Background: an optimization exercise with open tools, aiming at small area, a short achievable clock period and few clock cycles. Do not read the settings as production practice.
Function was checked by simulation only, so behaviour that the tests miss may differ from the original.
Power and IR drop assume default switching activity.

<file path="flow/run.sh">
#!/bin/bash
# synth_recipe.tcl (not shown) runs the flow's synth.tcl, then flattens the netlist and writes it again
# the make line also repeats each setting of config.mk as NAME=value (left out here)
make -C /OpenROAD-flow-scripts/flow DESIGN_CONFIG=/design/flow/config.mk WORK_HOME=/design/flow/orfs CLKGATE_MAP_FILE= SYNTH_SCRIPT=/design/flow/synth_recipe.tcl finish
</file>
<file path="flow/config.mk">
export PLATFORM = sky130hd
export DESIGN_NAME = masked_event_ring_queue
export DESIGN_NICKNAME = masked_event_ring_queue
export VERILOG_FILES = /design/flow/design.v
export SDC_FILE = /design/flow/constraint.sdc
export NUM_CORES = 4
export LEC_CHECK = 0
export CAP_MARGIN = 20
export CORE_MARGIN = 2
export CORE_UTILIZATION = 40
export SLEW_MARGIN = 20
</file>
<file path="flow/constraint.sdc">
create_clock -name core_clock -period 5.0 [get_ports {clk}]
set_input_delay 1.0000 -clock core_clock [delete_from_list [all_inputs] [get_ports {clk}]]
set_output_delay 1.0000 -clock core_clock [all_outputs]
set_load 0.01 [all_outputs]
</file>
<file path="flow/design.v">
`timescale 1ns / 1ps
package evq_pkg;
    typedef enum logic [1:0] {
        OP_POST  = 2'd0,
        OP_GET   = 2'd1,
        OP_PEEK  = 2'd2,
        OP_FLUSH = 2'd3
    } evq_op_t;
    typedef struct packed {
        logic [15:0]        ev_type;
        logic [15:0]        message;
        logic [15:0]        modifiers;
        logic signed [15:0] x;
        logic signed [15:0] y;
        logic [31:0]        stamp;
    } evq_rec_t;
    localparam int REC_W = 5 * 16 + 32;   
    typedef struct packed {
        logic hit;      
        logic at_end;   
    } evq_stat_t;
endpackage
`timescale 1ns / 1ps
module evq_match #(
    parameter int QUEUE_DEPTH = 16
) (
    input  logic [QUEUE_DEPTH-1:0][15:0]    slot_type,
    input  logic [QUEUE_DEPTH-1:0]          live,
    input  logic [QUEUE_DEPTH-1:0]          at_or_after_head,
    input  logic [15:0]                     mask,
    output logic [QUEUE_DEPTH-1:0]          hits,
    output logic [QUEUE_DEPTH-1:0]          first,
    output logic                            any_hit,
    output logic [$clog2(QUEUE_DEPTH):0]    n_hits
);
    logic [QUEUE_DEPTH-1:0] hi;
    logic [QUEUE_DEPTH-1:0] pick;
    always_comb
    begin
        for (int i = 0; i < QUEUE_DEPTH; i++)
        begin
            hits[i] = live[i] && |(slot_type[i] & mask);
        end
    end
    assign hi      = hits & at_or_after_head;
    assign pick    = (|hi) ? hi : hits;
    assign first   = pick & ~(pick - QUEUE_DEPTH'(1));
    assign any_hit = |hits;
    always_comb
    begin
        n_hits = '0;
        for (int i = 0; i < QUEUE_DEPTH; i++)
        begin
            n_hits = n_hits + hits[i];
        end
    end
endmodule
`timescale 1ns / 1ps
module evq_ram #(
    parameter int WIDTH = 112,
    parameter int DEPTH = 16
) (
    input  logic                        clk,
    input  logic [DEPTH-1:0]            we,
    input  logic [WIDTH-1:0]            wdata,
    input  logic [DEPTH-1:0]            clr_type,
    output logic [DEPTH-1:0][WIDTH-1:0] words
);
    logic [DEPTH-1:0][WIDTH-1:0] mem;
    always_ff @(posedge clk)
    begin
        for (int i = 0; i < DEPTH; i++)
        begin
            if (we[i])
            begin
                mem[i] <= wdata;
            end
            else if (clr_type[i])
            begin
                mem[i][WIDTH-1 -: 16] <= '0;
            end
        end
    end
    assign words = mem;
endmodule
`timescale 1ns / 1ps
module masked_event_ring_queue #(
    parameter int QUEUE_DEPTH = 16
) (
    input  logic               clk,
    input  logic               rst_n,
    input  logic               in_valid,
    output logic               in_stall,
    input  logic [1:0]         op,
    input  logic [15:0]        mask,
    input  logic [15:0]        ev_type,
    input  logic [15:0]        ev_message,
    input  logic [15:0]        ev_modifiers,
    input  logic signed [15:0] ev_x,
    input  logic signed [15:0] ev_y,
    input  logic [31:0]        now_tick,
    input  logic signed [15:0] cur_x,
    input  logic signed [15:0] cur_y,
    input  logic [15:0]        cur_modifiers,
    output logic               out_valid,
    input  logic               out_stall,
    output logic               found,
    output logic [15:0]        out_type,
    output logic [15:0]        out_message,
    output logic [15:0]        out_modifiers,
    output logic signed [15:0] out_x,
    output logic signed [15:0] out_y,
    output logic [31:0]        out_when
);
    localparam int N     = QUEUE_DEPTH;
    localparam int IDX_W = $clog2(N);
    localparam int W     = evq_pkg::REC_W;
    logic [IDX_W-1:0]    head_reg, tail_reg;
    logic [N-1:0]        live_reg;       
    logic [N-1:0]        hge_reg;        
    logic [N-1:0]        tsel_reg;       
    logic                full_reg;       
    logic                rq_vld;
    logic                rq_take;        
    logic                rq_all;         
    logic [15:0]         rq_mask;
    logic signed [15:0]  rq_cx, rq_cy;
    logic [15:0]         rq_cmod;
    logic                out_vld_reg;
    logic                out_found_reg;
    evq_pkg::evq_rec_t   out_rec_reg;
    logic                proc;
    logic                acc;
    logic                acc_post;
    logic                acc_query;
    evq_pkg::evq_rec_t   post_rec;
    evq_pkg::evq_rec_t   hit_rec;
    evq_pkg::evq_rec_t   res_rec;
    logic [N-1:0][W-1:0] words;
    logic [N-1:0][15:0]  types;
    logic [N-1:0]        we;
    logic [N-1:0]        clr;
    logic [N-1:0]        hits;
    logic [N-1:0]        first;
    logic                any_hit;
    logic [IDX_W:0]      n_hits;
    logic [IDX_W-1:0]    step;
    logic                drop;
    logic [IDX_W-1:0]    head_next, tail_next;
    logic [N-1:0]        live_next, hge_next, tge_next;
    assign proc      = rq_vld && (!out_vld_reg || !out_stall);
    assign in_stall  = rq_vld && out_vld_reg && out_stall;
    assign acc       = in_valid && !in_stall;
    assign acc_post  = acc && (op == evq_pkg::OP_POST);
    assign acc_query = acc && (op != evq_pkg::OP_POST);
    always_comb
    begin
        post_rec.ev_type   = ev_type;
        post_rec.message   = ev_message;
        post_rec.modifiers = ev_modifiers;
        post_rec.x         = ev_x;
        post_rec.y         = ev_y;
        post_rec.stamp     = now_tick;
    end
    always_comb
    begin
        for (int i = 0; i < N; i++)
        begin
            types[i] = words[i][W-1 -: 16];
        end
    end
    evq_match #(
        .QUEUE_DEPTH (N)
    ) u_match (
        .slot_type        (types),
        .live             (live_reg),
        .at_or_after_head (hge_reg),
        .mask             (rq_mask),
        .hits             (hits),
        .first            (first),
        .any_hit          (any_hit),
        .n_hits           (n_hits)
    );
    always_comb
    begin
        hit_rec = '0;
        for (int i = 0; i < N; i++)
        begin
            hit_rec = hit_rec | ({W{first[i]}} & words[i]);
        end
    end
    always_comb
    begin
        if (any_hit && !rq_all)
        begin
            res_rec = hit_rec;
        end
        else
        begin
            res_rec           = '0;
            res_rec.modifiers = rq_cmod;
            res_rec.x         = rq_cx;
            res_rec.y         = rq_cy;
        end
    end
    assign we  = acc_post ? tsel_reg : '0;
    assign clr = (proc && rq_take) ? (rq_all ? hits : first) : '0;
    evq_ram #(
        .WIDTH (W),
        .DEPTH (N)
    ) u_ram (
        .clk      (clk),
        .we       (we),
        .wdata    (post_rec),
        .clr_type (clr),
        .words    (words)
    );
    always_comb
    begin
        step = '0;
        if (proc && rq_take)
        begin
            step = rq_all ? n_hits[IDX_W-1:0] : IDX_W'(any_hit);
        end
    end
    assign drop      = acc_post && full_reg && (step == '0);
    assign head_next = head_reg + (drop ? IDX_W'(1) : step);
    assign tail_next = tail_reg + IDX_W'(acc_post);
    always_comb
    begin
        for (int i = 0; i < N; i++)
        begin
            hge_next[i] = (IDX_W'(i) >= head_next);
            tge_next[i] = (IDX_W'(i) >= tail_next);
        end
        if (head_next <= tail_next)
        begin
            live_next = hge_next & ~tge_next;
        end
        else
        begin
            live_next = hge_next | ~tge_next;
        end
    end
    always_ff @(posedge clk or negedge rst_n)
    begin
        if (!rst_n)
        begin
            head_reg    <= '0;
            tail_reg    <= '0;
            live_reg    <= '0;
            hge_reg     <= '1;
            tsel_reg    <= N'(1);
            full_reg    <= 1'b0;
            rq_vld      <= 1'b0;
            out_vld_reg <= 1'b0;
        end
        else
        begin
            head_reg    <= head_next;
            tail_reg    <= tail_next;
            live_reg    <= live_next;
            hge_reg     <= hge_next;
            if (acc_post)
            begin
                tsel_reg <= {tsel_reg[N-2:0], tsel_reg[N-1]};
            end
            full_reg    <= (tail_next + IDX_W'(1) == head_next);
            rq_vld      <= acc_query || (rq_vld && !proc);
            out_vld_reg <= proc || (out_vld_reg && out_stall);
        end
    end
    always_ff @(posedge clk)
    begin
        if (acc_query)
        begin
            rq_take <= (op != evq_pkg::OP_PEEK);
            rq_all  <= (op == evq_pkg::OP_FLUSH);
            rq_mask <= mask;
            rq_cx   <= cur_x;
            rq_cy   <= cur_y;
            rq_cmod <= cur_modifiers;
        end
        if (proc)
        begin
            out_found_reg <= any_hit && !rq_all;
            out_rec_reg   <= res_rec;
        end
    end
    assign out_valid     = out_vld_reg;
    assign found         = out_found_reg;
    assign out_type      = out_rec_reg.ev_type;
    assign out_message   = out_rec_reg.message;
    assign out_modifiers = out_rec_reg.modifiers;
    assign out_x         = out_rec_reg.x;
    assign out_y         = out_rec_reg.y;
    assign out_when      = out_rec_reg.stamp;
endmodule
</file>
==> run notes <==
==> report_power, final <==
| group | internal (mW) | total [mW] | switching (mW) |
|---|---|---|---|
| logic | 2.87 | 6.53 | 3.66 |
| registers | 19.3 | 19.5 | 0.258 |
| clock network | 8.58 | 15.4 | 6.87 |
==> critical path: cells and delay by family (launching register included) <==
kind | cells | cell delay [ns]
and+or+nand+nor | 5 | 0.55
AOI/OAI and AO/OA | 9 | 1.62
DFF | 1 | 0.48
adders and majority gates | 11 | 4.37
buffers and inverters | 4 | 0.36
==> worst max path at each step <==
stage,slack [ns],to,depth (start not counted),start
after detailed placement,-2.58,live_reg[1]$_DFF_PN0_,29,rq_mask[9]$_DFFE_PP_
after global placement,-2.57,live_reg[2]$_DFF_PN0_,29,rq_mask[9]$_DFFE_PP_
after CTS,-2.43,live_reg[1]$_DFF_PN0_,29,rq_mask[5]$_DFFE_PP_
final,-2.48,live_reg[12]$_DFF_PN0_,29,rq_mask[5]$_DFFE_PP_
after global routing,-2.69,live_reg[13]$_DFF_PN0_,29,rq_mask[5]$_DFFE_PP_
after floorplan,-2.37,live_reg[11]$_DFF_PN0_,31,rq_mask[9]$_DFFE_PP_
==> metal layers <==
layer / vias to the layer above / track usage [%]
met5: - / 0
met3: 422 / 3.95
met1: 26342 / 33.7
met2: 2573 / 40.0
met4: 4 / 8.17
li1: 21714 / -
==> kinds of logic (layout without fill, tap and decap cells) <==
logic type               Yosys count  after routing  synth area share [%]
AND/OR/NAND/NOR                 1119           1122                  6.99
adder cells (fa/ha/maj)           45             45                 0.775
multiplexers                       1              1                0.0127
other                              0              6                     0
AO/OA/AOI/OAI                   1308           1308                  12.7
buffers and inverters            448           1409                  2.47
XOR/XNOR                          12             12                 0.133
flip-flops                      2029           2029                  77.0
==> final cells by class <==
cell class	instances	share of cell area, %
multi-input combinational	2488	17.7
tap	2624	3.33
clock buffer	256	5.55
sequential	2029	61.5
clock inverter	131	1.39
timing repair buffer	961	10.2
antenna	6	0.0152
inverter	61	0.277
==> metrics by stage <==
step / power, mW / std cells / setup TNS, ns
after floorplan: 22.3 / 4962 / -62.50
after global placement: 25.6 / 8079 / -94.50
after detailed placement: 25.6 / 8079 / -98.38
after CTS: 41.3 / 8486 / -71.47
after global routing: 42.8 / 8555 / -84.21
final: 41.5 / 8556 / -75.40
==> cells in the final DEF (no fill, tap or decap), drive strengths merged, types with 45 or more instances in the layout <==
master	count
edfxtp	1971
a21oi	216
a22oi	221
inv	65
a22o	81
a221oi	245
nor2	212
o21ai	96
nand2	348
a222oi	56
clkbuf	266
clkinv	104
a31oi	91
a221o	45
buf	658
and3	327
clkdlybuf4s50	293
nand3	129
==> what timing repair did <==
| item | 4_1_cts | 5_1_grt |
|---|---|---|
| gates cloned | 2 | 14 |
| setup endpoints to repair | 242 | 242 |
| pin swaps | 19 | 52 |
| resized for setup | 87 | 159 |
| buffers inserted | 18 | 55 |
==> metrics.md <==
| Metric | Value |
|---|---|
| Number of antenna violations at the first check in global routing | `11` |
| Starting density of the core | `40.3%` |
| Register Area | `60700 µm²` |
| Synth unique cells | `73` |
| Total of endpoints with negative setup slack in the final report | `36` |
| Kind of start point of the critical path | `register` |
| Crit-path max FO | `8` |
| Failing Checks | `negative setup slack` |
| Most frequent cell on the critical path | `sky130_fd_sc_hd__fa_1` |
| Commonest register cell after synthesis | `sky130_fd_sc_hd__edfxtp_1` |
| Worst-case vdd ir drop | `0.368 mV` |
| Worst Setup Slack, final | `-2.48 ns` |
| Rows | `162` |
| Layout filler cell count | `16228` |
| Area delta synth->final | `25.1%` |
| Critical path capture point type | `register` |
| Ratio of cells with drive above 1 in the final layout | `21.0%` |
| Number of optimization iterations in the first detailed-route pass | `6` |
| Synthesized Nets | `5175` |
| Critical Setup Path Class | `register to register` |
| Max-slew violations | `0` |
| Buffer type at the clock tree root | `sky130_fd_sc_hd__clkbuf_16` |
| Top Metal Used | `met5` |
| Post-route met1 wirelength | `104000 µm` |
| Footprint of the multi-input gates | `17400 µm²` |
| Post-synth ARST share | `2.86%` |
| Worst-case hold slack | `0.342 ns` |
| Post-synthesis instance area | `78800 µm²` |
| Met3 WL | `20900 µm` |
| Area post-placement | `89700 µm²` |
| Final Routed Wirelength | `256000 µm` |
| Cells after synthesis | `4962` |
| Estimated wirelength of the detail-placed design | `157000 µm` |
| Portion of synthesized cell area occupied by the leading cell type | `75.1%` |
| Dominant cell by count in the synthesized netlist | `sky130_fd_sc_hd__edfxtp_1` |
| Min-Delay Path Class | `input pin to asynchronous set/reset pin` |
| Leak Pwr | `34.0 nW` |
| Met2 wire len | `123000 µm` |
| Die Width | `448 µm` |
| Number of failing hold endpoints at the final stage | `0` |
| Count of flip-flops with a built-in enable after synthesis | `1971` |
| Worst Setup Slack post-DPL | `-2.58 ns` |
| Initial detailed-routing violation count | `6714` |
| Maximum clock skew at final layout | `0.0946 ns` |
| Number of flip-flops and latches in the synthesized netlist | `2029` |
| Count of input and output buffers | `296` |
| Worst slew margin relative to its limit | `14.6%` |
| CTS H-tree lvls | `4` |
| Post-cts hold buffer count | `0` |
| Fin area | `98600 µm²` |
| Setup slack, reg-to-reg | `-2.48 ns` |
| Final Cycle Share | `150%` |
| Clock-pin transition on the worst setup and hold timing paths | `0.07 ns` |
| Antenna Violating Nets Remaining | `0` |
| Number of violations of the max-capacitance limit | `0` |
| Largest stage delay, worst path | `0.54 ns` |
| Fraction of the core area covered by cells at the end of the flow | `50.4%` |
| Global placement routability congestion | `0.955` |
| Cell type with the highest aggregate area in the netlist | `sky130_fd_sc_hd__edfxtp_1` |
| Worst R2R Start | `rq_mask[5]$_DFFE_PP_` |
| Cell area power density | `421 nW/µm²` |
| Average footprint of a synthesized cell | `15.9 µm²` |
| Cell at the slowest stage of the critical path | `sky130_fd_sc_hd__fa_2` |
| Transition at the pin with the smallest max-transition slack | `1.28 ns` |
| Arr. time, crit path | `8.23 ns` |
| CTS tree | `built` |
| Number of buffers between clock root and the deepest sink | `3` |
| Routed WL per cell | `30.0 µm` |
| Leading cell types by total area after synthesis | `sky130_fd_sc_hd__edfxtp_1, sky130_fd_sc_hd__and3_1, sky130_fd_sc_hd__a221oi_1` |
| Worst-Skew Late Latency | `0.91 ns` |
| Die footprint | `201000 µm²` |
| WP data required | `5.76 ns` |
| Max Clock Freq | `0.134 GHz` |
| YS warnings | `3` |
| Vias in the first global route | `49414` |
| Flip-flop count of the largest register after layout | `1792` |
| Leading cell types by count after synthesis | `sky130_fd_sc_hd__edfxtp_1, sky130_fd_sc_hd__nand2_1, sky130_fd_sc_hd__and3_1` |
| Global-route wire length before repair | `357000 µm` |
| Reg2reg path depth | `29` |
| Number of placed I/O pins | `297` |
| Minimum period implied by the final worst setup slack | `7.48 ns` |
| Standard cell core area | `195000 µm²` |
| Vias | `51055` |
| Overflow after GRT | `0` |
| Share of the yosys chip area belonging to registers | `77.0%` |
| Unrepaired setup endpoints after global routing | `true` |
| End of the worst register-to-register path | `live_reg[12]$_DFF_PN0_` |
| Status | `complete, but fails checks` |
| Die span in y | `448 µm` |
| Pin count of the biggest net entering global routing | `116` |
| CTS Sinks | `2029` |
| GR Util All Layers | `24.6%` |
| Total Nets Final | `5963` |
| Number of clock buffers inserted by TritonCTS | `209` |
| Post-DR vias/cell | `5.97` |
| DRC | `0` |
Testbench counts, summed over its fixed seeds: cycles 8,009.

-- what the ideal ports hide --
The results above use ideal ports. As a check the final layout listed here was re-extracted and re-timed, cells and wires unchanged. Step 1 (the two cells are an assumption about what drives the block):
set clk [get_ports {clk}]
set_driving_cell -lib_cell sky130_fd_sc_hd__clkbuf_16 $clk
set_driving_cell -lib_cell sky130_fd_sc_hd__buf_2 [delete_from_list [all_inputs] $clk]
Step 2 times the ports against the registers' clock, not the clock port: input delays grow and output delays shrink by t, the midpoint of the rising clock arrivals with the driver on. Slacks: ideal / step 1 / step 2; pairs: ideal / step 1.
shift t [ns]: 0.943
slack for setup (ns): -2.475 / -2.475 / -2.475
clock arrival spread, ns: 0.096 / 0.095
cell pins on the clock port's net: 1
For this run, drivers alone change the setup slack by 0.000 ns; drivers and shift together by 0.000 ns.
